Background: an optimization exercise with open tools, aiming at small area, a short achievable clock period and few clock cycles. Do not read the settings as production practice. At most, simulation tests tie the RTL to the original design; equivalence was not proved. Power is estimated from default activity; no workload was simulated.

==> flow/design.v (excerpt) <==
module search_top
#(
  parameter int DIM = 4,
  parameter int PQ_LENGTH = 5,
  parameter int IN_DEPTH = 4,
  parameter int OUT_CREDITS = 2
) (
  input  logic                   clk_100mhz,
  input  logic                   sys_rst,
  input  logic                   in_valid,
  input  logic [1:0]             in_op,
  input  logic [$clog2(DIM)-1:0] in_index,
  input  logic [15:0]            in_data,
  input  logic [15:0]            in_id,
  output logic                   in_credit,
  output logic                   res_valid,
  output logic [15:0]            res_id,
  output logic [39:0]            res_dist,
  output logic                   res_last,
  input  logic                   out_credit
);
  localparam int DW = 35;    
  localparam int NQ = PQ_LENGTH;
  logic in_q, in_c, in_e;
  assign in_q = in_valid && (in_op == 2'd0);
  assign in_c = in_valid && (in_op == 2'd1);
  assign in_e = in_valid && (in_op == 2'd2);
  logic       busy;       
  logic       cq;         
  logic [2:0] owed;       
  logic [3:0] nfree;      
  logic       withhold;
  logic       credit_d;
  logic       r_e, d_e, s_e, pe, drain_on;
  assign busy     = r_e || d_e || s_e || pe || drain_on;
  assign withhold = busy && (nfree > 4'd3 + 4'(owed)) && (in_c || in_e);
  assign credit_d = (in_valid && !withhold) || (!busy && (owed != 3'd0));
  always_ff @(posedge clk_100mhz) begin
    if (sys_rst) begin
      in_credit <= 1'b0;
      owed      <= 3'd0;
      nfree     <= 4'd0;
      cq        <= 1'b0;
    end else begin
      in_credit <= credit_d;
      owed      <= owed + 3'(in_valid) - 3'(credit_d);
      if (!busy) begin
        nfree <= 4'd0;
      end else if (in_c || in_e) begin
        nfree <= nfree + 4'd1;
      end
      if (in_e) begin
        cq <= 1'b0;
      end else if (in_c && in_index == 2'(DIM - 1)) begin
        cq <= 1'b1;
      end
    end
  end
  logic [15:0] cand_id;
  always_ff @(posedge clk_100mhz) begin
    if (in_c && in_index == 2'(DIM - 1)) begin
      cand_id <= in_id;
    end
  end
  logic        r_q, r_c;
  logic [1:0]  r_idx;
  logic [15:0] r_data;
  always_ff @(posedge clk_100mhz) begin
    if (sys_rst) begin
      r_q <= 1'b0;
      r_c <= 1'b0;
      r_e <= 1'b0;
    end else begin
      r_q <= in_q;
  ...
Size in the first run: about 0.031 mm^2 of cells after synthesis.
clock: 14.0 ns
lec_check: 0
cap_margin: 20
core_margin: 2
core_utilization: 40
slew_margin: 20
standard.sh (not shown) runs the stock make flow with config.mk's settings and CLKGATE_MAP_FILE= SYNTH_SCRIPT=/design/flow/synth_recipe.tcl, a recipe that flattens the netlist after the stock synthesis.
==> flow/flow/run.sh <==
#!/bin/bash
# Standard layout, with repair_timing aiming for extra setup slack.
set -euo pipefail
bash standard.sh SETUP_SLACK_MARGIN=10 finish > standard.log 2>&1
The starting point finished with timing, DRC and antenna clean.
Change:
CTS_CLUSTER_DIAMETER = 150   (was not set)
CTS_CLUSTER_SIZE = 30   (was not set)
After rerunning: Synthesized area does not change. Clock power decreases by well over a third. Routed wire length fell by a few percent.
No functional check of the RTL was part of any run of this note.

* * *

oak:
Another version of the RTL of search_top (not shown whole).
For scale: roughly 570 flip-flops, roughly 99 I/O pins, roughly 31000 sq um of cells after synthesis.
// search_top
module search_top
#(
  parameter int DIM = 4,
  parameter int PQ_LENGTH = 5,
  parameter int IN_DEPTH = 4,
  parameter int OUT_CREDITS = 2
) (
  input  logic                   clk_100mhz,
  input  logic                   sys_rst,
  input  logic                   in_valid,
  input  logic [1:0]             in_op,
  input  logic [$clog2(DIM)-1:0] in_index,
  input  logic [15:0]            in_data,
  input  logic [15:0]            in_id,
  output logic                   in_credit,
  output logic                   res_valid,
  output logic [15:0]            res_id,
  output logic [39:0]            res_dist,
  output logic                   res_last,
  input  logic                   out_credit
);
  localparam int DW = 35;    
  localparam int NQ = PQ_LENGTH;
  logic in_q, in_c, in_e;
  assign in_q = in_valid && (in_op == 2'd0);
  assign in_c = in_valid && (in_op == 2'd1);
  assign in_e = in_valid && (in_op == 2'd2);
  logic       busy;       
  logic       cq;         
  logic [2:0] owed;       
  logic [3:0] nfree;      
  logic       withhold;
  logic       credit_d;
  logic       r_e, d_e, s_e, pe, drain_on;
  assign busy     = r_e || d_e || s_e || pe || drain_on;
  assign withhold = busy && (nfree > 4'd3 + 4'(owed)) && (in_c || in_e);
  assign credit_d = (in_valid && !withhold) || (!busy && (owed != 3'd0));
  always_ff @(posedge clk_100mhz) begin
    if (sys_rst) begin
  ...
Settings: LEC_CHECK=0, CAP_MARGIN=20, CORE_MARGIN=2, CORE_UTILIZATION=40, CTS_CLUSTER_DIAMETER=150, CTS_CLUSTER_SIZE=25, SLEW_MARGIN=20; clock period 14.0 ns.
Scripts as last shown in full above: flow/flow/run.sh
Testbench counts of oak, summed over its fixed seeds: cycles 18,880.
What pine does differently from oak at the input level:
Settings: putting ABC_AREA at 1 where nothing was set.
## What came out
- Cmp pine and oak / power density over the cells / higher: pine
- pine vs oak — synthesized cell count climbed by more than a quarter
- Compared with oak, pine degrades power.
Changes in birch relative to pine:
Settings: ABC_AREA removed (was 1); CORE_UTILIZATION changed from 40 to 60.
[summary]
- pine vs birch, beginning of the critical path: in_valid vs e_d[0][5]$_DFFE_PP_
- Max-cap violation count delta (birch -> pine): insignificant
- Route | birch vs pine | wire shorter in birch
- Of the two values seen for worst-path cell with the longest stage delay, edfxtp_1 was produced by birch and fa_2 by pine.
- Taking pine as the reference, in birch worst setup slack went up, post-layout instance area went down.
- birch: signed area change from the synthesized netlist to the final layout 0.43 points below pine
Input-level comparison between maple and birch:
Settings: CORE_UTILIZATION now 40, was 60; CTS_CLUSTER_SIZE now 20, was 25.
==> comparison <==
The final reports for maple and birch show die extent in y higher in the former. Relative to birch, sum of internal, switching and leakage power increased by 2.1% in maple. Cmp maple and birch / maximum clock rate / lower: maple.

* * *

Another version of the RTL of search_top (not shown whole).
Size in the first run: roughly 2300 cells after synthesis, roughly 630 flip-flops.
==> flow/config.mk <==
export PLATFORM = sky130hd
export DESIGN_NAME = search_top
export DESIGN_NICKNAME = search_top
export VERILOG_FILES = /design/flow/design.v
export SDC_FILE = /design/flow/constraint.sdc
export NUM_CORES = 4
export LEC_CHECK = 0
export CAP_MARGIN = 20
export CORE_MARGIN = 2
export CORE_UTILIZATION = 60
export CTS_CLUSTER_DIAMETER = 150
export CTS_CLUSTER_SIZE = 28
export SLEW_MARGIN = 20
==> flow/constraint.sdc <==
create_clock -name core_clock -period 14.0 [get_ports {clk_100mhz}]
set_input_delay 2.8000 -clock core_clock [delete_from_list [all_inputs] [get_ports {clk_100mhz}]]
set_output_delay 2.8000 -clock core_clock [all_outputs]
set_load 0.01 [all_outputs]
==> flow/flow/run.sh <==
#!/bin/bash
# Standard layout, with repair_timing aiming for extra setup slack and plain
# buffers on the ports.
set -euo pipefail
bash standard.sh SETUP_SLACK_MARGIN=10 "BUFFER_PORTS_ARGS=-buffer_cell sky130_fd_sc_hd__buf_2" finish > standard.log 2>&1
The baseline completed without violations.
Testbench counts at the start, summed over its fixed seeds: cycles 18,905.
Then changed:
--- a/flow/config.mk
+++ b/flow/config.mk
@@ -10 +10 @@
-export CORE_UTILIZATION = 60
+export CORE_UTILIZATION = 50
@@ -12 +12,2 @@
-export CTS_CLUSTER_SIZE = 28
+export CTS_CLUSTER_SIZE = 25
+export PLACE_DENSITY = 0.8
Synthesized cell count does not change.
First-iteration DRC count went up by about a fifth.
Setup slack gets worse by 0.036 ns.
Global-route usage came out lower by 3.9 points.
Power increases slightly.
Core utilization came out lower by 11 points.
Final cell count rose by a few percent.
Design area is higher slightly.
Then changed:
--- a/flow/config.mk
+++ b/flow/config.mk
@@ -10 +10 @@
-export CORE_UTILIZATION = 50
+export CORE_UTILIZATION = 60
@@ -13 +12,0 @@
-export PLACE_DENSITY = 0.8
What happened:
- final area shrinks by 0.47%
- count of clock-buffer cells in the layout does not change
- non-clock buffer count goes down by 3
- combinational power hardly moves
- fmax came out higher by 1.1%
- setup slack is better by 0.045 ns
- wire length came out lower by 0.93%
- power came out lower by 0.79%
- sequential cell count is unchanged
- die area drops by 16%
- register-to-register slack is better by 0.03 ns
Then changed:
==> flow/flow/run.sh (replaced) <==
#!/bin/bash
# Standard layout, with repair_timing aiming for extra setup slack and plain
# buffers on the ports.
set -euo pipefail
bash standard.sh SETUP_SLACK_MARGIN=9.9 "BUFFER_PORTS_ARGS=-buffer_cell sky130_fd_sc_hd__buf_2" finish > standard.log 2>&1
After rerunning: The new run finished with timing, DRC and antenna clean. Combinational power barely changes. Hold slack improves by 0.0045 ns. Worst setup slack degrades by 0.040 ns. Die area stays the same. Routed wire length is higher by 0.85%. Via count barely changes.

==> separate check: timing with driven ports <==
The flow's constraints put no driver on any port. The routed layouts listed below were extracted and timed again, unchanged, in two steps. Step 1 assumes that a clkbuf_16 drives the clock port and a buf_2 every other input. Step 2 moves the port delays by t, midway between the first and last clock arrival at a register: inputs arrive t later, outputs are due t later. That takes back most of the time a late clock gives input paths. a / b / c = ideal ports / drivers / drivers and shift; a / b = the first two.
run | t, ns | slack for setup (ns) | latest minus earliest clock arrival (ns) | pins driven straight from the clock port
the first run of note 1 | 0.653 | 9.898 / 9.837 / 9.339 | 0.062 / 0.062 | 1
the second run of note 1 | 0.639 | 9.850 / 9.790 / 9.361 | 0.082 / 0.083 | 1
oak | 0.660 | 9.872 / 9.814 / 9.248 | 0.046 / 0.046 | 1
pine | 0.676 | 9.844 / 9.840 / 9.163 | 0.059 / 0.059 | 1
birch | 0.636 | 9.936 / 9.879 / 9.331 | 0.034 / 0.034 | 1
maple | 0.639 | 9.886 / 9.870 / 9.258 | 0.033 / 0.033 | 1
the first run of note 3 | 0.647 | 9.997 / 9.940 / 9.555 | 0.039 / 0.039 | 1
the second run of note 3 | 0.668 | 9.961 / 9.907 / 9.678 | 0.031 / 0.030 | 1
the third run of note 3 | 0.647 | 10.006 / 9.949 / 9.547 | 0.026 / 0.026 | 1
the fourth run of note 3 | 0.657 | 9.967 / 9.910 / 9.531 | 0.041 / 0.041 | 1
After both steps every run listed still meets setup and hold. For pine, which loses most, drivers alone change the setup slack by -0.004 ns; drivers and shift together by -0.681 ns.
